This is an optimization exercise on Yosys and OpenROAD, whose aim is small area, a short achievable clock period and few clock cycles, not a production implementation. In this exercise RTL edits were held to simulation tests only and were not proved equivalent to the original.

## design/flow/config.mk

```make
export PLATFORM = sky130hd
export DESIGN_NAME = yuyv_to_rgb_red_mask_core
export DESIGN_NICKNAME = yuyv_to_rgb_red_mask_core
export VERILOG_FILES = /design/flow/design.v
export SDC_FILE = /design/flow/constraint.sdc
export NUM_CORES = 4
export LEC_CHECK = 0
export CAP_MARGIN = 20
export CORE_MARGIN = 2
export CORE_UTILIZATION = 40
export PLACE_DENSITY = 0.6
export SLEW_MARGIN = 20
```

## design/flow/constraint.sdc

```tcl
create_clock -name core_clock -period 6.5 [get_ports {clk}]
set_input_delay 1.3000 -clock core_clock [delete_from_list [all_inputs] [get_ports {clk}]]
set_output_delay 1.3000 -clock core_clock [all_outputs]
set_load 0.01 [all_outputs]
```

## design/flow/design.v

```verilog
package yrm_pkg;
	localparam int AW = 19;
	typedef struct packed {
		logic [7:0] red;
		logic [7:0] green;
		logic [7:0] blue;
	} rgb_t;
	function automatic logic [2:0] dig3(input logic [1:0] d);
		dig3 = {d == 2'd2, d == 2'd1, d == 2'd0 || d == 2'd3};
	endfunction
	function automatic logic [2:0] add3(input logic [2:0] a, input logic [2:0] b);
		add3[0] = (a[0] & b[0]) | (a[1] & b[2]) | (a[2] & b[1]);
		add3[1] = (a[0] & b[1]) | (a[1] & b[0]) | (a[2] & b[2]);
		add3[2] = (a[0] & b[2]) | (a[2] & b[0]) | (a[1] & b[1]);
	endfunction
	function automatic logic [2:0] mod3(input logic [9:0] v);
		mod3 = add3(add3(add3(dig3(v[1:0]), dig3(v[3:2])), add3(dig3(v[5:4]), dig3(v[7:6]))),
			dig3(v[9:8]));
	endfunction
	function automatic logic [2*AW-1:0] csa(input logic [AW-1:0] a, input logic [AW-1:0] b,
		input logic [AW-1:0] c);
		logic [AW-1:0] s, cy;
		s  = a ^ b ^ c;
		cy = (a & b) | (a & c) | (b & c);
		csa = {cy[AW-2:0], 1'b0, s};
	endfunction
	function automatic logic [AW-1:0] bk(input logic [AW-1:0] a, input logic [AW-1:0] b,
		input logic cin);
		logic [AW-1:0] p0, g, p;
		p0 = a ^ b;
		g  = a & b;
		p  = p0;
		g[0] = g[0] | (p[0] & cin);
		for (int l = 0; l < 5; l++) begin
			for (int i = (2 << l) - 1; i < AW; i += (2 << l)) begin
				g[i] = g[i] | (p[i] & g[i - (1 << l)]);
				p[i] = p[i] & p[i - (1 << l)];
			end
		end
		for (int l = 3; l >= 0; l--) begin
			for (int i = (3 << l) - 1; i < AW; i += (2 << l)) begin
				g[i] = g[i] | (p[i] & g[i - (1 << l)]);
				p[i] = p[i] & p[i - (1 << l)];
			end
		end
		bk = p0 ^ {g[AW-2:0], cin};
	endfunction
	function automatic logic [AW-1:0] ks(input logic [AW-1:0] a, input logic [AW-1:0] b,
		input logic cin);
		ks = a + b + AW'(cin);
	endfunction
	function automatic logic [AW-1:0] rca(input logic [AW-1:0] a, input logic [AW-1:0] b,
		input logic cin);
		logic c;
		c = cin;
		for (int i = 0; i < AW; i++) begin
			rca[i] = a[i] ^ b[i] ^ c;
			c = (a[i] & b[i]) | (c & (a[i] ^ b[i]));
		end
	endfunction
endpackage
module yrm_chroma (
	input  logic [7:0]                 u,
	input  logic [7:0]                 v,
	output logic [yrm_pkg::AW-1:0]     kr,
	output logic [yrm_pkg::AW-1:0]     kg,
	output logic [yrm_pkg::AW-1:0]     kb,
	output logic                       gb_sel
);
	localparam int AW = yrm_pkg::AW;
	logic [AW-1:0]   u0, v0;
	logic [2*AW-1:0] r1, r2, r3, r4, g1, g2, g3, g4, g5, s1, s2, s3, s4, s5, s6;
	logic [AW-1:0]   zsum;
	assign u0 = AW'(u);
	assign v0 = AW'(v);
	assign r1 = yrm_pkg::csa(v0, v0 << 3, v0 << 4);
	assign r2 = yrm_pkg::csa(v0 << 7, v0 << 8, AW'(13696));
	assign r3 = yrm_pkg::csa(r1[AW-1:0], r1[2*AW-1:AW], r2[AW-1:0]);
	assign r4 = yrm_pkg::csa(r3[AW-1:0], r3[2*AW-1:AW], r2[2*AW-1:AW]);
	assign kr = yrm_pkg::ks(r4[AW-1:0], r4[2*AW-1:AW], 1'b0);
	assign g1 = yrm_pkg::csa(u0 << 2, u0 << 5, u0 << 6);
	assign g2 = yrm_pkg::csa(v0 << 4, v0 << 6, v0 << 7);
	assign g3 = yrm_pkg::csa(g1[AW-1:0], g1[2*AW-1:AW], g2[AW-1:0]);
	assign g4 = yrm_pkg::csa(g3[AW-1:0], g3[2*AW-1:AW], g2[2*AW-1:AW]);
	assign g5 = yrm_pkg::csa(~g4[AW-1:0], ~g4[2*AW-1:AW], AW'(105474));
	assign kg = yrm_pkg::ks(g5[AW-1:0], g5[2*AW-1:AW], 1'b0);
	assign kb = yrm_pkg::rca(u0 << 2, u0 << 9, 1'b0);
	assign s1 = yrm_pkg::csa(u0, u0 << 2, u0 << 3);
	assign s2 = yrm_pkg::csa(u0 << 6, v0 << 1, v0 << 3);
	assign s3 = yrm_pkg::csa(s1[AW-1:0], s1[2*AW-1:AW], s2[AW-1:0]);
	assign s4 = yrm_pkg::csa(s2[2*AW-1:AW], v0 << 4, AW'(19583));
	assign s5 = yrm_pkg::csa(s3[AW-1:0], s3[2*AW-1:AW], s4[AW-1:0]);
	assign s6 = yrm_pkg::csa(s5[AW-1:0], s5[2*AW-1:AW], s4[2*AW-1:AW]);
	assign zsum = yrm_pkg::ks(s6[AW-1:0], s6[2*AW-1:AW], 1'b0);
	assign gb_sel = !zsum[15];
endmodule
module yrm_luma (
	input  logic [7:0]             luma,
	output logic [yrm_pkg::AW-1:0] py
);
	localparam int AW = yrm_pkg::AW;
	logic [AW-1:0]   y0;
	logic [2*AW-1:0] p1, p2, p3;
	assign y0 = AW'(luma);
	assign p1 = yrm_pkg::csa(y0 << 1, y0 << 3, y0 << 5);
	assign p2 = yrm_pkg::csa(y0 << 8, p1[2*AW-1:AW], AW'(-19'sd70688));
	assign p3 = yrm_pkg::csa(p1[AW-1:0], p2[AW-1:0], p2[2*AW-1:AW]);
	assign py = yrm_pkg::bk(p3[AW-1:0], p3[2*AW-1:AW], 1'b0);
endmodule
module yrm_convert (
	input  logic [yrm_pkg::AW-1:0] py,
	input  logic [yrm_pkg::AW-1:0] kr,
	input  logic [yrm_pkg::AW-1:0] kg,
	input  logic [yrm_pkg::AW-1:0] kb,
	output yrm_pkg::rgb_t          rgb
);
	localparam int AW = yrm_pkg::AW;
	function automatic logic [7:0] clamp8(input logic [AW-1:0] acc);
		if (acc[AW-1]) begin
			clamp8 = 8'd0;
		end else if (acc[AW-2:16] != '0) begin
			clamp8 = 8'hff;
		end else begin
			clamp8 = acc[15:8];
		end
	endfunction
	assign rgb.red   = clamp8(yrm_pkg::bk(py, kr, 1'b0));
	assign rgb.green = clamp8(yrm_pkg::bk(py, kg, 1'b0));
	assign rgb.blue  = clamp8(yrm_pkg::bk(py, kb, 1'b0));
endmodule
module yrm_red_mask (
	input  logic [7:0]    r,
	input  logic [7:0]    hi,
	input  logic [7:0]    lo,
	input  logic          gb_sel,
	input  logic          mask,
	output yrm_pkg::rgb_t rgb_out
);
	localparam int AW = yrm_pkg::AW;
	logic [7:0]      g, b, hin;
	logic [AW-1:0]   t, lsum;
	logic [2*AW-1:0] l1, l2;
	logic            simple, red;
	assign g   = gb_sel ? hi : lo;
	assign b   = gb_sel ? lo : hi;
	assign hin = ~hi;
	assign t    = yrm_pkg::bk(AW'(r), AW'(hin), 1'b0);
	assign l1   = yrm_pkg::csa(t, t << 2, AW'({lo, 1'b0}));
	assign l2   = yrm_pkg::csa(l1[AW-1:0], l1[2*AW-1:AW], AW'(6279));
	assign lsum = yrm_pkg::bk(l2[AW-1:0], l2[2*AW-1:AW], 1'b0);
	assign simple = r >= 8'd115 && hi[7:6] == 2'b00;
	assign red    = simple || lsum[13];
	assign rgb_out.red   = mask ? 8'd0 : r;
	assign rgb_out.green = mask ? {8{red}} : g;
	assign rgb_out.blue  = mask ? 8'd0 : b;
endmodule
module yuyv_to_rgb_red_mask_core (
	input  logic       clk,
	input  logic       arst_n,
	input  logic       pix_in_valid,
	output logic       pix_in_ready,
	input  logic [7:0] pix_in_luma0,
	input  logic [7:0] pix_in_chroma_u,
	input  logic [7:0] pix_in_luma1,
	input  logic [7:0] pix_in_chroma_v,
	input  logic [9:0] pix_in_column,
	input  logic [8:0] pix_in_row,
	output logic       pix_out_valid,
	input  logic       pix_out_ready,
	output logic [7:0] pix_out_red0,
	output logic [7:0] pix_out_green0,
	output logic [7:0] pix_out_blue0,
	output logic [7:0] pix_out_red1,
	output logic [7:0] pix_out_green1,
	output logic [7:0] pix_out_blue1
);
	localparam int AW = yrm_pkg::AW;
	logic          v_b, v_c, v_d, ld_b, ld_c, ld_d;
	logic [2:0]    rcol, rrow;
	logic [AW-1:0] kr, kg, kb, py0, py1;
	logic [AW-1:0] kr_b, kg_b, kb_b, py0_b, py1_b;
	logic          sel, sel0_b, sel1_b, sel0_c, sel1_c;
	logic          m0_b, m1_b, m0_c, m1_c;
	yrm_pkg::rgb_t rgb0, rgb1, out0, out1, out0_d, out1_d;
	logic [7:0]    r0_c, hi0_c, lo0_c, r1_c, hi1_c, lo1_c;
	assign ld_d = !v_d || pix_out_ready;
	assign ld_c = !v_c || ld_d;
	assign ld_b = !v_b || ld_c;
	assign pix_in_ready  = !v_b || !v_c || !v_d || pix_out_ready;
	assign pix_out_valid = v_d;
	always_ff @(posedge clk or negedge arst_n) begin
		if (!arst_n) begin
			v_b <= 1'b0;
			v_c <= 1'b0;
			v_d <= 1'b0;
		end else begin
			if (ld_b) v_b <= pix_in_valid;
			if (ld_c) v_c <= v_b;
			if (ld_d) v_d <= v_c;
		end
	end
	assign rcol = yrm_pkg::mod3(pix_in_column);
	assign rrow = yrm_pkg::mod3({1'b0, pix_in_row});
	yrm_chroma u_chroma (.u(pix_in_chroma_u), .v(pix_in_chroma_v), .kr(kr), .kg(kg), .kb(kb),
		.gb_sel(sel));
	yrm_luma   u_luma0  (.luma(pix_in_luma0), .py(py0));
	yrm_luma   u_luma1  (.luma(pix_in_luma1), .py(py1));
	always_ff @(posedge clk) begin
		if (ld_b) begin
			kr_b   <= kr;
			kg_b   <= kg;
			kb_b   <= kb;
			py0_b  <= py0;
			py1_b  <= py1;
			sel0_b <= sel;
			sel1_b <= sel;
			m0_b   <= !rrow[0] && !rcol[0];
			m1_b   <= !rrow[0] && !rcol[2];
		end
		if (ld_c) begin
			r0_c   <= rgb0.red;
			hi0_c  <= sel0_b ? rgb0.green : rgb0.blue;
			lo0_c  <= sel0_b ? rgb0.blue : rgb0.green;
			r1_c   <= rgb1.red;
			hi1_c  <= sel1_b ? rgb1.green : rgb1.blue;
			lo1_c  <= sel1_b ? rgb1.blue : rgb1.green;
			sel0_c <= sel0_b;
			sel1_c <= sel1_b;
			m0_c   <= m0_b;
			m1_c   <= m1_b;
		end
		if (ld_d) begin
			out0_d <= out0;
			out1_d <= out1;
		end
	end
	yrm_convert  u_conv0 (.py(py0_b), .kr(kr_b), .kg(kg_b), .kb(kb_b), .rgb(rgb0));
	yrm_convert  u_conv1 (.py(py1_b), .kr(kr_b), .kg(kg_b), .kb(kb_b), .rgb(rgb1));
	yrm_red_mask u_mask0 (.r(r0_c), .hi(hi0_c), .lo(lo0_c), .gb_sel(sel0_c), .mask(m0_c),
		.rgb_out(out0));
	yrm_red_mask u_mask1 (.r(r1_c), .hi(hi1_c), .lo(lo1_c), .gb_sel(sel1_c), .mask(m1_c),
		.rgb_out(out1));
	assign pix_out_red0   = out0_d.red;
	assign pix_out_green0 = out0_d.green;
	assign pix_out_blue0  = out0_d.blue;
	assign pix_out_red1   = out1_d.red;
	assign pix_out_green1 = out1_d.green;
	assign pix_out_blue1  = out1_d.blue;
endmodule
```

## design/flow/run.sh

```bash
#!/bin/bash
# synth_recipe.tcl (not shown) runs the flow's synth.tcl, then flattens the netlist and writes it again
# the make line also repeats each setting of config.mk as NAME=value (left out here)
make -C /OpenROAD-flow-scripts/flow DESIGN_CONFIG=/design/flow/config.mk WORK_HOME=/design/flow/orfs CLKGATE_MAP_FILE= SYNTH_SCRIPT=/design/flow/synth_recipe.tcl finish
```

==> results of run 1 <==
[cells by family (layout without fill, tap and decap cells)]
| family | count (synthesis) | in the layout | synth area share, % |
|---|---|---|---|
| flops | 186 | 186 | 30.9 |
| simple gates | 284 | 284 | 7.95 |
| mux | 19 | 19 | 1.07 |
| xor+xnor | 80 | 80 | 3.92 |
| compound gates | 309 | 309 | 12.4 |
| fa+ha+maj | 458 | 458 | 37.9 |
| buf+inv | 285 | 416 | 5.97 |
[registers in the layout, summed over array words and instances, names as in the netlist, 14 cells and up]
name	flops
kb_b	16
kg_b	14
kr_b	17
out0_d	24
out1_d	24
py0_b	17
py1_b	17
[Yosys cell counts (all sizes together), types with 2 or more instances]
master / number / area, um2
a221oi: 6 / 52.6
xnor2: 41 / 359
and3b: 2 / 17.5
clkbuf: 15 / 56.3
o22a: 5 / 43.8
buf: 5 / 26.3
o21ai: 38 / 194
inv: 265 / 995
nor3: 19 / 95.1
dfrtp: 3 / 75.1
o31a: 8 / 70.1
a211oi: 24 / 180
o21a: 17 / 128
a222oi: 14 / 140
o211ai: 2 / 20.0
nand3: 8 / 40.0
or3: 4 / 25.0
ha: 310 / 3880
nand2: 52 / 195
a211o: 4 / 35.0
nor2b: 41 / 257
o22ai: 10 / 62.6
a21oi: 57 / 285
and2: 6 / 37.5
fa: 147 / 2940
a31oi: 5 / 31.3
a41oi: 2 / 17.5
mux2i: 19 / 194
nand2b: 20 / 125
nor4: 2 / 12.5
o32ai: 20 / 175
or2: 8 / 50.1
nand4: 5 / 31.3
o21bai: 12 / 90.1
a21o: 52 / 390
nand3b: 2 / 15.0
xor2: 39 / 349
a32o: 8 / 80.1
and3: 19 / 119
and4: 7 / 61.3
a31o: 10 / 87.6
nor2: 85 / 319
edfxtp: 183 / 5500
a221o: 4 / 40.0
[routing by layer]
metal	vias up	track usage (%)	wire length, um
li1	5984	-	-
met1	5922	23.5	18500
met2	236	30.4	19600
met3	45	2.99	1270
met4	0	5.87	1060
met5	-	0	0
[worst max-delay path: stages]
cell and delay [ps]:
clkdlybuf4s50_1 860, fa_1 540, fa_1 470, fa_1 540, inv_1 40, ha_1 280
ha_1 340, o21a_1 130, nor2_1 90, a21oi_1 70, a211oi_1 370, a21oi_1 160
a31o_2 270
[metrics by stage]
step                      hold WS [ps]  cell area [um2]  setup slack (ps)  util, %
after floorplan                    400            18000              1740        -
after global placement             410            19900               781     44.7
after detailed placement           413            19900               745     44.7
after CTS                          432            20500              1250     46.1
after global routing               453            20500               960     46.2
final                              427            20500              1240     46.2
[worst max-delay path by stage]
stage                          end  cells past startpoint               start
final                     kg_b[16]                     13  pix_in_chroma_v[4]
after global routing      kr_b[16]                     15  pix_in_chroma_v[4]
after CTS                 kg_b[16]                     13  pix_in_chroma_v[4]
after floorplan           kg_b[15]                     14  pix_in_chroma_u[3]
after detailed placement  kg_b[16]                     13  pix_in_chroma_v[4]
after global placement    kg_b[16]                     13  pix_in_chroma_v[4]
[layout by cell type (no fill, tap or decap), types with 9 or more instances in the layout]
cell and n:
a211oi_1 24, a21o_1 52, a21oi_1 57, a222oi_1 14, a31o_2 9, and3_1 19
buf_4 15, clkbuf_16 17, clkdlybuf4s50_1 104, edfxtp_1 183, fa_1 147, ha_1 310
inv_1 264, mux2i_1 18, nand2_1 51, nand2b_1 20, nor2_1 85, nor2b_1 41
nor3_1 19, o21a_1 17, o21ai_0 34, o21bai_1 12, o22ai_1 10, o32ai_1 20
xnor2_1 41, xor2_1 38
[cell type report]
class | count | area share [%]
clock inverter | 15 | 0.946
multi-input combinational | 1150 | 55.7
timing repair buffer | 119 | 5.63
clock buffer | 17 | 2.08
inverter | 265 | 4.85
sequential | 186 | 27.2
tap | 592 | 3.61
==> impl_metrics.env, run 1 <==
export IMPL_outcome="no timing/DRC/antenna violations"
export IMPL_drtIter0Drc=708
export IMPL_num_io_pins=105
export IMPL_dieWidth_um=216
export IMPL_grt_pass1_wl_um=65600
export IMPL_track_usage_pct=18.0
export IMPL_slew_headroom_pct=34.4
export IMPL_end_kind="flop"
export IMPL_hp_class="reg2reg"
export IMPL_globalRouteOverflowTotal=0
export IMPL_numCtsBuffers=17
export IMPL_drcViolationCount=0
export IMPL_cts_tree="done"
export IMPL_grt_max_degree=53
export IMPL_firstDrtPassIters=7
export IMPL_multi_input_area_um2=11400
export IMPL_r2r_end="out1_d[12]"
export IMPL_nNetsFinal=2251
export IMPL_rows=77
export IMPL_dieArea_um2=46800
export IMPL_min_to="m1_c"
export IMPL_clock_skew_ps=21.1
export IMPL_cp_start_kind="input pin"
export IMPL_reg2reg_depth=17
export IMPL_grt_pass1_vias=12370
export IMPL_synth_area_um2=18000
export IMPL_worst_r2r_setup_slack_ps=1350
export IMPL_antenna_found_initial=0
export IMPL_placed_cells=2312
export IMPL_postRouteAntennaNets=0
export IMPL_syn_num_nets=2133
export IMPL_ctsHtreeMaxLevel=4
export IMPL_viasPerCell=5.20
export IMPL_fin_setup_tns_ps=0
export IMPL_vias=12187
export IMPL_seq_area_frac_synth_pct=30.9
export IMPL_clock_sinks=186
export IMPL_portBuffers=104
export IMPL_worstPathRequired_ps=6720
export IMPL_fin_cells=2344
export IMPL_worstReg2RegStart="hi1_c[0]"
export IMPL_hold_depth=0
export IMPL_cp_max_fo=11
export IMPL_grt_setup_unrepaired="no"
export IMPL_globalplace_congestion=0.900
export IMPL_die_y_um=216
export IMPL_clk_path_buf_depth=2
export IMPL_synth_edf_count=183
export IMPL_max_cap_viol_count=0
export IMPL_holdCritStartpoint="m1_b"
export IMPL_postCtsSetupBuffers=0
export IMPL_seqCellArea_um2=5570
export IMPL_finalSetupViolations=0
export IMPL_avgRoutedWirePerCell_um=17.2
export IMPL_path_clk_slew_ps=70
export IMPL_crit_arrival_ps=5480
export IMPL_syn2layout_area_growth_pct=13.6
export IMPL_dp_hpwl_um=34100
export IMPL_core_area_um2=44400
export IMPL_slew_viol_final=0
export IMPL_ys_seq_elements=186
export IMPL_synth_top_flop_cell="edfxtp_1"
export IMPL_synth_warnings=5
export IMPL_clk_latency_ps=470
export IMPL_worst_pin_slew_ps=984
export IMPL_cts_root_buffer="clkbuf_16"
export IMPL_fin_crit_sh_pct=80.9
export IMPL_syn_inst=1621
export IMPL_avgSynthCellArea_um2=11.1
export IMPL_diodes=0
export IMPL_crit_type="in2reg"
export IMPL_final_hold_violation_count=0
export IMPL_drive_gt1_share_pct=4.05
export IMPL_ys_types=68
export IMPL_hold_buffers=0
export IMPL_wl_um=40400
export IMPL_fin_crit_ps=5260
export IMPL_cts_resized=0
export IMPL_max_freq_ghz=0.190
export IMPL_initial_utilization_pct=40.6
export IMPL_fillers=4070
export IMPL_ys_async_sr_fraction_pct=1.61
Testbench counts, summed over its fixed seeds: cycles 16,024.
==> inputs of run 2 (changes only) <==
--- a/design/flow/config.mk
+++ b/design/flow/config.mk
@@ -9,4 +9,5 @@
 export CORE_MARGIN = 2
 export CORE_UTILIZATION = 40
 export PLACE_DENSITY = 0.6
+export SETUP_SLACK_MARGIN = 1.6
 export SLEW_MARGIN = 20
==> run 2 against run 1 <==
  * Still clean
  * Cell count grew 0.43%
  * Flip-flop and latch count is the same
  * First-iteration DRC count grew 11%
  * Utilization grew 0.39 points
  * Wire length grew 0.83%
  * Clock-buffer cell count is the same
  * Synthesized cell count is the same
==> impl_metrics.env, run 2 <==
export IMPL_reg2reg_depth=15
export IMPL_path_clk_slew_ps=80
export IMPL_dieWidth_um=216
export IMPL_antenna_found_initial=0
export IMPL_nNetsFinal=2261
export IMPL_dieArea_um2=46800
export IMPL_hold_buffers=0
export IMPL_initial_utilization_pct=40.6
export IMPL_max_freq_ghz=0.205
export IMPL_dp_hpwl_um=34100
export IMPL_finalSetupViolations=0
export IMPL_clk_latency_ps=480
export IMPL_portBuffers=104
export IMPL_fin_cells=2354
export IMPL_globalplace_congestion=0.900
export IMPL_clock_sinks=186
export IMPL_viasPerCell=5.18
export IMPL_hold_depth=0
export IMPL_max_cap_viol_count=0
export IMPL_slew_viol_final=0
export IMPL_drive_gt1_share_pct=6.30
export IMPL_core_area_um2=44400
export IMPL_crit_arrival_ps=5190
export IMPL_synth_top_flop_cell="edfxtp_1"
export IMPL_fin_crit_ps=4880
export IMPL_synth_top_area_share_pct=30.5
export IMPL_ys_types=68
export IMPL_crit_top_cell="fa_1"
export IMPL_outcome="no timing/DRC/antenna violations"
export IMPL_ctsHtreeMaxLevel=4
export IMPL_die_y_um=216
export IMPL_cp_start_kind="input pin"
export IMPL_cts_root_buffer="clkbuf_16"
export IMPL_synthTopCellsByCount="ha_1, inv_1, edfxtp_1"
export IMPL_final_hold_violation_count=0
export IMPL_grt_max_degree=53
export IMPL_num_io_pins=105
export IMPL_grt_pass1_wl_um=66000
export IMPL_postRouteAntennaNets=0
export IMPL_hp_class="reg2reg"
export IMPL_ys_seq_elements=186
export IMPL_yosysMostFrequentCell="ha_1"
export IMPL_syn2layout_area_growth_pct=14.5
export IMPL_path_cells="clkdlybuf4s50_1 -> buf_6 -> fa_1 -> inv_1 -> fa_1 -> fa_1 -> inv_1 -> fa_1 -> ha_1 -> or3_1 -> or2_2 -> a221o_1 -> a31oi_1"
export IMPL_drtIter0Drc=789
export IMPL_syn_inst=1621
export IMPL_end_kind="flop"
export IMPL_slew_headroom_pct=34.3
export IMPL_syn_num_nets=2133
export IMPL_grt_pass1_vias=12434
export IMPL_fin_crit_sh_pct=75.1
export IMPL_layout_common_cells="ha_1, inv_1, edfxtp_1"
export IMPL_top_regs="out0_d x24, out1_d x24"
export IMPL_avgRoutedWirePerCell_um=17.3
export IMPL_placed_cells=2312
export IMPL_synth_area_um2=18000
export IMPL_cp_max_fo=6
export IMPL_globalRouteOverflowTotal=0
export IMPL_wl_um=40700
export IMPL_fin_setup_tns_ps=0
export IMPL_rows=77
export IMPL_ys_async_sr_fraction_pct=1.61
export IMPL_grt_setup_unrepaired="yes"
export IMPL_synth_warnings=5
export IMPL_clk_path_buf_depth=2
export IMPL_numCtsBuffers=17
export IMPL_yosys_area_top_type="edfxtp_1"
export IMPL_synth_edf_count=183
export IMPL_seq_area_frac_synth_pct=30.9
export IMPL_drcViolationCount=0
export IMPL_track_usage_pct=18.1
export IMPL_finish_utilization_pct=46.5
export IMPL_crit_type="in2reg"
export IMPL_worst_pin_slew_ps=985
export IMPL_synth_area_leaders="edfxtp_1, ha_1, fa_1"
export IMPL_diodes=0
export IMPL_firstDrtPassIters=6
export IMPL_final_common_cell="ha_1"
export IMPL_slowest_delay_ps=530
export IMPL_worstPathRequired_ps=6810
export IMPL_avgSynthCellArea_um2=11.1
export IMPL_clock_skew_ps=21.3
export IMPL_cp_slowest_cell="fa_1"
export IMPL_vias=12200
export IMPL_cts_tree="done"
[run 2: cell count changes in the layout (fill, tap and decap cells not counted), sizes merged]
| cell | before | now |
|---|---|---|
| buf | 15 | 25 |
| clkbuf | 17 | 22 |
| clkdlybuf4s15 | 0 | 3 |
| clkdlybuf4s50 | 104 | 90 |
| dlygate4sd2 | 0 | 5 |
| dlymetal6s2s | 0 | 1 |
[run 2: worst paths after layout]
path / from / to / slack, ps
setup / recovery: pix_in_chroma_u[1] / sel1_b / 1620
hold / removal: m1_b / m1_c / 430
setup reg to reg: r1_c[0] / out1_d[12] / 1760
hold reg to reg: m1_b / m1_c / 430
max in group asynchronous: arst_n / v_b / 5350
min in group asynchronous: arst_n / v_d / 1010
[run 2: kinds of logic (layout without fill, tap and decap cells)]
| group | Yosys count | count (layout) | share of synthesized area, % |
|---|---|---|---|
| adders and majority gates | 458 | 458 | 37.9 |
| AOI/OAI and AO/OA | 309 | 309 | 12.4 |
| buffers and inverters | 285 | 426 | 5.97 |
| and+or+nand+nor | 284 | 284 | 7.95 |
| DFF | 186 | 186 | 30.9 |
| xor gates and xnor gates | 80 | 80 | 3.92 |
| muxes | 19 | 19 | 1.07 |
[run 2: layout make-up]
cell class	count	area (um2)
clock inverter	15	194
fill	4063	23700
clock buffer	17	425
sequential	186	5570
inverter	265	995
multi-input combinational	1150	11500
timing repair buffer	129	1210
tap	592	741
[run 2: metrics by stage]
stage	setup WS, ps	hold WS (ps)	cell area, um2
2_1_floorplan	1740	400	18000
3_3_place_gp	781	410	19900
3_5_place_dp	745	413	19900
4_1_cts	1600	432	20600
5_1_grt	1520	453	20700
6_report	1620	428	20700
[run 2: critical path: cells and delay by family]
| kind | cells | cell delay (ps) |
|---|---|---|
| compound gates | 2 | 500 |
| buf+inv | 4 | 710 |
| simple gates | 2 | 640 |
| fa+ha+maj | 5 | 2040 |
[run 2: metal layers]
metal | track usage [%] | up-vias | wire length (um)
met5 | 0 | - | 0
met4 | 5.87 | 0 | 1050
met3 | 2.96 | 44 | 1160
met2 | 30.7 | 218 | 19900
met1 | 23.6 | 5938 | 18600
li1 | - | 6000 | -
[run 2: repair_timing]
action | in CTS | in global routing
setup endpoints to repair | 25 | 24
pin swaps | 3 | 8
cloned | 0 | 0
endpoints found under the hold margin | 0 | 0
gates resized for setup | 30 | 26
buffers inserted | 6 | 4
==> inputs of run 3 (changes only) <==
--- a/design/flow/config.mk
+++ b/design/flow/config.mk
@@ -9,5 +9,5 @@
 export CORE_MARGIN = 2
 export CORE_UTILIZATION = 40
 export PLACE_DENSITY = 0.6
-export SETUP_SLACK_MARGIN = 1.6
+export SETUP_SLACK_MARGIN = 2.2
 export SLEW_MARGIN = 20
==> run 3 against run 2 <==
  * Synthesized cell count stayed put
  * Critical path depth is 2 higher
  * Sequential share of layout area is 0.75 points lower
  * Final area is 2.9% higher
  * Clock skew is 9.5 ps lower
  * Flip-flop and latch count stayed put
  * Global-route usage hardly changed
  * Cell count is 0.76% higher
  * Worst setup slack better by 270 ps
  * Non-clock buffer count is 18 higher
  * Hold slack worse by 5.6 ps
==> impl_metrics.env, run 3 <==
export IMPL_min_to="m1_c"
export IMPL_cts_root_buffer="clkbuf_16"
export IMPL_final_common_cell="ha_1"
export IMPL_synth_warnings=5
export IMPL_cp_max_fo=8
export IMPL_max_freq_ghz=0.217
export IMPL_ctsHtreeMaxLevel=4
export IMPL_avgSynthCellArea_um2=11.1
export IMPL_globalplace_congestion=0.898
export IMPL_dpl_cell_area_um2=20100
export IMPL_crit_buf_inv=0
export IMPL_clock_skew_ps=11.8
export IMPL_reg2reg_depth=15
export IMPL_crit_family="adder cells"
export IMPL_finish_utilization_pct=47.9
export IMPL_antenna_found_initial=0
export IMPL_worstReg2RegStart="r1_c[0]"
export IMPL_path_clk_slew_ps=70
export IMPL_die_y_um=216
export IMPL_layout_common_cells="ha_1, inv_1, edfxtp_1"
export IMPL_num_io_pins=105
export IMPL_synth_top_area_share_pct=30.5
export IMPL_drcViolationCount=0
export IMPL_grt_setup_unrepaired="yes"
export IMPL_holdWs_ps=422
export IMPL_yosys_area_top_type="edfxtp_1"
export IMPL_worst_pin_slew_ps=986
export IMPL_ys_async_sr_fraction_pct=1.61
export IMPL_rows=77
export IMPL_crit_top_cell="a21o_1"
export IMPL_slew_headroom_pct=34.3
export IMPL_ys_types=68
export IMPL_slowest_delay_ps=560
export IMPL_path_cells="ha_2 -> fa_2 -> a21o_1 -> a21o_1 -> a21o_1 -> a21o_1 -> fa_2 -> fa_2 -> ha_4 -> ha_4 -> a21oi_2 -> nor2b_1 -> or4b_4 -> or2_4 -> o31a_1"
export IMPL_firstDrtPassIters=5
export IMPL_dieArea_um2=46800
export IMPL_yosysMostFrequentCell="ha_1"
export IMPL_syn_num_nets=2133
export IMPL_clk_path_buf_depth=2
export IMPL_clock_sinks=186
export IMPL_top_regs="out0_d x24, out1_d x24"
export IMPL_initial_utilization_pct=40.6
export IMPL_drtIter0Drc=691
export IMPL_core_area_um2=44400
export IMPL_fin_crit_sh_pct=71.0
export IMPL_crit_arrival_ps=4830
export IMPL_max_cap_viol_count=0
export IMPL_drive_gt1_share_pct=12.1
export IMPL_vias=12102
export IMPL_globalRouteOverflowTotal=0
export IMPL_ys_seq_elements=186
export IMPL_cp_start_kind="flop"
export IMPL_fin_crit_ps=4620
export IMPL_dp_hpwl_um=33600
export IMPL_viasPerCell=5.10
export IMPL_slew_viol_final=0
export IMPL_worst_r2r_setup_slack_ps=1880
export IMPL_worstPathRequired_ps=6710
export IMPL_synthTopCellsByCount="ha_1, inv_1, edfxtp_1"
export IMPL_hp_class="reg2reg"
export IMPL_diodes=0
export IMPL_synth_area_um2=18000
export IMPL_synth_area_leaders="edfxtp_1, ha_1, fa_1"
export IMPL_hold_buffers=0
export IMPL_grt_pass1_vias=12580
export IMPL_synth_top_flop_cell="edfxtp_1"
export IMPL_grt_pass1_wl_um=66500
export IMPL_avgRoutedWirePerCell_um=17.0
export IMPL_crit_type="reg2reg"
export IMPL_cp_slowest_cell="fa_2"
export IMPL_outcome="no timing/DRC/antenna violations"
export IMPL_syn2layout_area_growth_pct=17.8
export IMPL_syn_inst=1621
export IMPL_r2r_end="out1_d[15]"
export IMPL_seq_area_frac_synth_pct=30.9
export IMPL_fin_setup_tns_ps=0
export IMPL_track_usage_pct=18.1
export IMPL_final_hold_violation_count=0
export IMPL_finalSetupViolations=0
export IMPL_portBuffers=104
export IMPL_numCtsBuffers=17
export IMPL_grt_max_degree=53
export IMPL_synth_edf_count=183
export IMPL_nNetsFinal=2279
export IMPL_holdCritStartpoint="m1_b"
export IMPL_final_area_um2=21300
export IMPL_dieWidth_um=216
export IMPL_end_kind="flop"
export IMPL_postRouteAntennaNets=0
export IMPL_hold_depth=0
export IMPL_clk_latency_ps=460
export IMPL_cts_tree="done"
export IMPL_wl_um=40400
run 3: per-stage QoR:
stage          setup WS [ps]  instances
2_1_floorplan           1900       1621
3_3_place_gp             892       2307
3_5_place_dp             752       2307
4_1_cts                 1900       2362
5_1_grt                 1670       2372
6_report                1880       2372
run 3: cells by family (layout without fill, tap and decap cells):
kind of cell	count (synthesis)	after routing	share of synthesized area (%)
adder cells (fa/ha/maj)	458	458	37.9
buffers and inverters	285	444	5.97
AND/OR/NAND/NOR	284	284	7.95
XOR/XNOR	80	80	3.92
AO/OA/AOI/OAI	309	309	12.4
multiplexers	19	19	1.07
flip-flops	186	186	30.9
run 3: how the worst max path moves through the flow:
stage	startpoint	end	cells after the start
finish	r1_c[0]	out1_d[15]	15
detailed placement	pix_in_chroma_u[3]	sel1_b	13
floorplan	r1_c[0]	out1_d[10]	16
global route	r1_c[0]	out1_d[15]	17
CTS	r1_c[0]	out1_d[15]	15
global placement	pix_in_chroma_u[3]	sel1_b	13
run 3: per-layer routing:
metal	global-route usage (%)	share of wire, %
met5	0	0
met4	5.91	2.4
met3	2.46	2.3
met2	31.1	49
met1	23.6	46
run 3: repair_timing:
| action | CTS | global route |
|---|---|---|
| setup buffers | 23 | 10 |
| resized for setup | 142 | 64 |
| pin swaps | 50 | 52 |
| setup endpoints to repair | 46 | 29 |
run 3: final cells by class:
type	count	area (um2)
clock inverters	14	190
flip-flops and latches	186	5570
inverters	265	1010
fillers	3994	23200
well taps	592	741
repair buffers	147	1390
multi-input cells	1150	11900
clock buffers	18	429
==> inputs of run 4 (changes only) <==
--- a/design/flow/config.mk
+++ b/design/flow/config.mk
@@ -9,5 +9,5 @@
 export CORE_MARGIN = 2
 export CORE_UTILIZATION = 40
 export PLACE_DENSITY = 0.6
-export SETUP_SLACK_MARGIN = 2.2
+export SETUP_SLACK_MARGIN = 2.8
 export SLEW_MARGIN = 20
==> run 4 against run 3 <==
  * Clock-buffer cell count shrank 1
  * Critical endpoint is now out1_d[13]
  * First-iteration DRC count shrank 4.2%
  * Wire length grew 3.1%
  * Synthesized cell count is the same
  * Synthesized area is the same
  * Hold slack lost 1.7 ps
  * Critical path type unchanged
  * Maximum frequency grew 0.19%
  * Die area is the same
  * Via count grew 2.6%
  * Sequential share of layout area shrank 0.80 points
  * Still clean on timing, DRC and antenna
==> impl_metrics.env, run 4 <==
export IMPL_outcome="no timing/DRC/antenna violations"
export IMPL_numCtsBuffers=17
export IMPL_synth_top_family_by_area="adder cells"
export IMPL_grt_pass1_vias=13141
export IMPL_dieWidth_um=216
export IMPL_ys_async_sr_fraction_pct=1.61
export IMPL_cts_root_buffer="clkbuf_16"
export IMPL_yosysMostFrequentCell="ha_1"
export IMPL_cp_slowest_cell="fa_2"
export IMPL_placed_cells=2307
export IMPL_final_hold_violation_count=0
export IMPL_slew_headroom_pct=33.8
export IMPL_hold_depth=0
export IMPL_cts_tree="done"
export IMPL_top_regs="out0_d x24, out1_d x24"
export IMPL_crit_arrival_ps=4810
export IMPL_ys_types=68
export IMPL_initial_utilization_pct=40.6
export IMPL_path_cells="ha_4 -> fa_2 -> a21o_1 -> a21o_1 -> a21o_1 -> a21o_1 -> fa_2 -> fa_2 -> ha_4 -> ha_4 -> a21oi_2 -> nor2b_1 -> or4b_4 -> or2_4 -> o31a_1"
export IMPL_hold_buffers=0
export IMPL_worstReg2RegStart="r1_c[0]"
export IMPL_fin_cells=2408
export IMPL_drtIter0Drc=662
export IMPL_fillers=3967
export IMPL_syn_num_nets=2133
export IMPL_grt_max_degree=71
export IMPL_core_area_um2=44400
export IMPL_clock_skew_ps=13.7
export IMPL_finalSetupViolations=0
export IMPL_postRouteAntennaNets=0
export IMPL_fin_crit_ps=4610
export IMPL_wl_um=41700
export IMPL_portBuffers=104
export IMPL_multi_input_area_um2=12300
export IMPL_dp_hpwl_um=33900
export IMPL_seqCellArea_um2=5570
export IMPL_synth_area_leaders="edfxtp_1, ha_1, fa_1"
export IMPL_globalRouteOverflowTotal=0
export IMPL_synth_warnings=5
export IMPL_final_common_cell="ha_1"
export IMPL_synthMuxAreaShare_pct=1.07
export IMPL_synth_compound_area_share_pct=12.4
export IMPL_cp_max_fo=8
export IMPL_worst_pin_slew_ps=993
export IMPL_grt_setup_unrepaired="yes"
export IMPL_fin_setup_tns_ps=0
export IMPL_track_usage_pct=18.5
export IMPL_synth_xor_area_share_pct=3.92
export IMPL_synth_edf_count=183
export IMPL_synthSimpleGateAreaFrac_pct=7.95
export IMPL_grt_pass1_wl_um=68600
export IMPL_holdWs_ps=420
export IMPL_ctsHtreeMaxLevel=4
export IMPL_holdCritStartpoint="m1_b"
export IMPL_syn_inst=1621
export IMPL_layout_common_cells="ha_1, inv_1, edfxtp_1"
export IMPL_die_y_um=216
export IMPL_globalplace_congestion=0.894
export IMPL_worstPathRequired_ps=6700
export IMPL_avgRoutedWirePerCell_um=17.3
export IMPL_worst_r2r_setup_slack_ps=1890
export IMPL_diodes=0
export IMPL_reg2reg_depth=15
export IMPL_syn2layout_area_growth_pct=21.5
export IMPL_num_io_pins=105
export IMPL_drive_gt1_share_pct=17.5
export IMPL_viasPerCell=5.16
export IMPL_crit_type="reg2reg"
export IMPL_synth_top_flop_cell="edfxtp_1"
export IMPL_rows=77
export IMPL_seq_area_frac_synth_pct=30.9
export IMPL_vias=12420
export IMPL_clock_sinks=186
export IMPL_r2r_end="out1_d[13]"
export IMPL_max_freq_ghz=0.217
export IMPL_yosys_area_top_type="edfxtp_1"
export IMPL_slew_viol_final=0
export IMPL_synth_top_area_share_pct=30.5
export IMPL_min_to="m1_c"
export IMPL_avgSynthCellArea_um2=11.1
export IMPL_slowest_delay_ps=590
export IMPL_synthTopCellsByCount="ha_1, inv_1, edfxtp_1"
export IMPL_end_kind="flop"
export IMPL_fin_crit_sh_pct=70.9
export IMPL_path_clk_slew_ps=80
export IMPL_drcViolationCount=0
export IMPL_cp_start_kind="flop"
export IMPL_hp_class="reg2reg"
export IMPL_clk_path_buf_depth=2
export IMPL_synth_area_um2=18000
export IMPL_crit_top_cell="a21o_1"
export IMPL_antenna_found_initial=0
export IMPL_max_cap_viol_count=0
export IMPL_dieArea_um2=46800
export IMPL_clk_latency_ps=450
export IMPL_nNetsFinal=2315
export IMPL_synth_fa_ha_area_share_pct=37.9
export IMPL_ys_seq_elements=186
export IMPL_firstDrtPassIters=5
==> run 4: cell counts after synthesis <==
No cell type changed its count.
==> run 4: final cells by class <==
cell class | count | area share (%)
flip-flops and latches | 186 | 25.4
multi-input cells | 1150 | 55.9
clock buffers | 17 | 1.94
repair buffers | 183 | 7.79
inverters | 265 | 4.72
well taps | 592 | 3.38
clock inverters | 15 | 0.816
==> run 4: logic make-up after synthesis <==
family,count (synthesis)
compound gates,309
fa+ha+maj,458
buf+inv,285
xor+xnor,80
simple gates,284
mux,19
flops,186
==> run 4: how the worst max path moves through the flow <==
stage / from / end / slack [ps] / cells past startpoint
6_report: r1_c[0] / out1_d[13] / 1890 / 15
5_1_grt: r1_c[0] / out1_d[11] / 1760 / 15
4_1_cts: hi1_c[0] / out1_d[13] / 1920 / 16
3_5_place_dp: pix_in_chroma_v[5] / sel1_b / 850 / 13
3_3_place_gp: pix_in_chroma_v[5] / sel1_b / 910 / 13
2_1_floorplan: r1_c[0] / out1_d[10] / 1900 / 16
==> run 4: per-layer routing <==
metal	routed length, um	vias up	global-route usage [%]
li1	-	6097	-
met1	18700	6030	23.9
met2	20500	231	32.1
met3	1310	62	2.48
met4	1160	0	6.05
met5	0	-	0
==> run 4: repair_timing <==
| action | CTS | global route |
|---|---|---|
| setup endpoints to repair | 65 | 65 |
| pin swaps | 94 | 70 |
| gates resized for setup | 234 | 58 |
| buffers inserted | 56 | 13 |
==> run 4: per-stage QoR <==
stage / setup WS [ps] / instance area, um2 / util [%]
global route: 1760 / 21900 / 49.4
finish: 1890 / 21900 / 49.4
floorplan: 1900 / 18500 / -
global placement: 908 / 20300 / 45.7
CTS: 1920 / 21600 / 48.6
detailed placement: 848 / 20300 / 45.7
==> run 4: worst max-delay path: cells and delay by family (launching register included) <==
kind	cells	cell delay [ps]
adder cells (fa/ha/maj)	6	1960
AO/OA/AOI/OAI	6	1060
flip-flops	1	440
AND/OR/NAND/NOR	3	920
==> inputs of run 5 (changes only) <==
--- a/design/flow/config.mk
+++ b/design/flow/config.mk
@@ -9,5 +9,5 @@
 export CORE_MARGIN = 2
 export CORE_UTILIZATION = 40
 export PLACE_DENSITY = 0.6
-export SETUP_SLACK_MARGIN = 2.8
+export SETUP_SLACK_MARGIN = 3.5
 export SLEW_MARGIN = 20
==> run 5 against run 4 <==
  * Still clean
  * Synthesized area stayed put
  * First-iteration DRC count is 7.1% higher
  * Register-to-register slack gained 20 ps
  * Worst setup slack better by 24 ps
  * Cell count is 2.4% higher
  * Die area did not move
  * Via count rose by 2.0%
  * Clock-buffer cell count rose by 2
==> impl_metrics.env, run 5 <==
export IMPL_finalSetupViolations=0
export IMPL_ys_types=68
export IMPL_drive_gt1_share_pct=28.6
export IMPL_fin_setup_tns_ps=0
export IMPL_grt_setup_unrepaired="yes"
export IMPL_final_hold_violation_count=0
export IMPL_slew_viol_final=0
export IMPL_core_area_um2=44400
export IMPL_worstReg2RegStart="r1_c[0]"
export IMPL_hp_class="reg2reg"
export IMPL_finish_utilization_pct=53.0
export IMPL_holdCritStartpoint="m1_b"
export IMPL_avgRoutedWirePerCell_um=17.7
export IMPL_antenna_found_initial=0
export IMPL_synth_warnings=5
export IMPL_wl_um=43700
export IMPL_reg2reg_depth=15
export IMPL_hold_depth=0
export IMPL_die_y_um=216
export IMPL_avgSynthCellArea_um2=11.1
export IMPL_fillers=3785
export IMPL_worstPathRequired_ps=6710
export IMPL_worst_r2r_setup_slack_ps=1910
export IMPL_viasPerCell=5.14
export IMPL_hold_buffers=0
export IMPL_nNetsFinal=2372
export IMPL_r2r_end="out1_d[12]"
export IMPL_crit_type="reg2reg"
export IMPL_synth_area_leaders="edfxtp_1, ha_1, fa_1"
export IMPL_portBuffers=104
export IMPL_yosys_area_top_type="edfxtp_1"
export IMPL_grt_pass1_wl_um=69400
export IMPL_syn_num_nets=2133
export IMPL_drcViolationCount=0
export IMPL_fin_cells=2465
export IMPL_drtIter0Drc=709
export IMPL_firstDrtPassIters=5
export IMPL_outcome="no timing/DRC/antenna violations"
export IMPL_num_io_pins=105
export IMPL_synthTopCellsByCount="ha_1, inv_1, edfxtp_1"
export IMPL_max_freq_ghz=0.218
export IMPL_ctsHtreeMaxLevel=4
export IMPL_layout_common_cells="ha_1, inv_1, edfxtp_1"
export IMPL_fin_crit_ps=4590
export IMPL_synth_top_flop_cell="edfxtp_1"
export IMPL_clk_latency_ps=450
export IMPL_numCtsBuffers=17
export IMPL_initial_utilization_pct=40.6
export IMPL_cts_root_buffer="clkbuf_16"
export IMPL_yosysMostFrequentCell="ha_1"
export IMPL_synth_top_area_share_pct=30.5
export IMPL_dp_hpwl_um=33900
export IMPL_synth_edf_count=183
export IMPL_final_common_cell="ha_1"
export IMPL_postRouteAntennaNets=0
export IMPL_cp_start_kind="flop"
export IMPL_cts_tree="done"
export IMPL_rows=77
export IMPL_min_to="m1_c"
export IMPL_diodes=0
export IMPL_globalRouteOverflowTotal=0
export IMPL_synth_area_um2=18000
export IMPL_dieArea_um2=46800
export IMPL_end_kind="flop"
export IMPL_path_clk_slew_ps=70
export IMPL_clock_skew_ps=13.9
export IMPL_grt_pass1_vias=13148
export IMPL_globalplace_congestion=0.902
export IMPL_ys_seq_elements=186
export IMPL_track_usage_pct=18.9
export IMPL_syn_inst=1621
export IMPL_syn2layout_area_growth_pct=30.5
export IMPL_seq_area_frac_synth_pct=30.9
export IMPL_placed_cells=2309
export IMPL_max_cap_viol_count=0
export IMPL_dieWidth_um=216
export IMPL_clk_path_buf_depth=2
export IMPL_top_regs="out0_d x24, out1_d x24"
export IMPL_vias=12674
export IMPL_crit_arrival_ps=4790
export IMPL_holdWs_ps=425
export IMPL_worst_pin_slew_ps=994
export IMPL_clock_sinks=186
export IMPL_cp_max_fo=8
export IMPL_ys_async_sr_fraction_pct=1.61
export IMPL_grt_max_degree=50
export IMPL_fin_crit_sh_pct=70.5
export IMPL_slew_headroom_pct=33.7
-- run 5: logic make-up after synthesis --
logic type	synth area share [%]
AND/OR/NAND/NOR	7.95
flip-flops	30.9
multiplexers	1.07
adder cells (fa/ha/maj)	37.9
AO/OA/AOI/OAI	12.4
buffers and inverters	5.97
XOR/XNOR	3.92
-- run 5: timing repair --
item,CTS,global route
pin swaps,139,128
buffers inserted,97,27
resized for setup,366,167
endpoints found under the setup margin,170,111
-- run 5: critical path: stages, from the launching register on --
cell	delay (ps)
edfxtp_1	410
ha_2	200
fa_2	340
a21o_1	160
a21o_1	170
a21o_1	160
a21o_1	190
fa_2	580
fa_2	460
ha_4	180
ha_4	220
a21oi_2	110
nor2b_1	50
or4b_4	560
or2_4	310
o31a_1	250
-- run 5: stage by stage --
stage / cell area, um2 / worst slack (ps)
floorplan: 18600 / 1900
global placement: 20300 / 905
detailed placement: 20400 / 847
CTS: 22600 / 1910
global route: 23600 / 1780
finish: 23600 / 1910
-- run 5: layer usage --
metal | share of wire [%] | track usage (%) | up-vias
li1 | - | - | 6206
met1 | 44 | 24.2 | 6168
met2 | 50 | 33.3 | 239
met3 | 2.9 | 2.09 | 61
met4 | 3.2 | 6.35 | 0
met5 | 0 | 0 | -
-- run 5: worst max-delay path by stage --
stage	startpoint	to	slack (ps)	depth (start not counted)
after floorplan	r1_c[0]	out1_d[10]	1900	16
after global placement	pix_in_chroma_v[5]	sel1_b	910	13
after detailed placement	pix_in_chroma_v[5]	sel1_b	850	13
after CTS	hi1_c[0]	out1_d[12]	1910	16
after global routing	hi1_c[0]	out1_d[9]	1780	16
final	r1_c[0]	out1_d[12]	1910	15
-- run 5: cell type report --
cell class | count | area [um2] | area share [%]
multi-input combinational | 1150 | 13300 | 56.6
sequential | 186 | 5570 | 23.6
timing repair buffer | 240 | 2310 | 9.80
inverter | 265 | 1040 | 4.40
tap | 592 | 741 | 3.14
clock buffer | 19 | 433 | 1.84
clock inverter | 13 | 135 | 0.574

[re-timing with driven ports]
The results above use ideal ports. As a check the final layouts listed here were re-extracted and re-timed, cells and wires unchanged. Step 1, drivers: a clkbuf_16 drives clk and a buf_2 each remaining input, both assumed. Step 2, shift: input delay + t, output delay - t, t = (earliest + latest rising clock arrival at the registers) / 2. This alone moves slack from input paths to output paths. Slacks: no drivers / after step 1 / after step 2; pairs: no drivers / after step 1.
run	t (ns)	setup slack, ns	worst data-port slew with drivers (ns)
run 1	0.518	1.239 / 1.273 / 0.755	0.04
run 2	0.520	1.616 / 1.649 / 1.128	0.04
run 3	0.508	1.882 / 1.882 / 1.594	0.08
run 4	0.502	1.891 / 1.891 / 1.598	0.07
run 5	0.500	1.915 / 1.915 / 1.619	0.08
After both steps setup and hold are still met in every run listed. For run 2, which loses most, drivers alone change the setup slack by +0.033 ns; drivers and shift together by -0.488 ns.
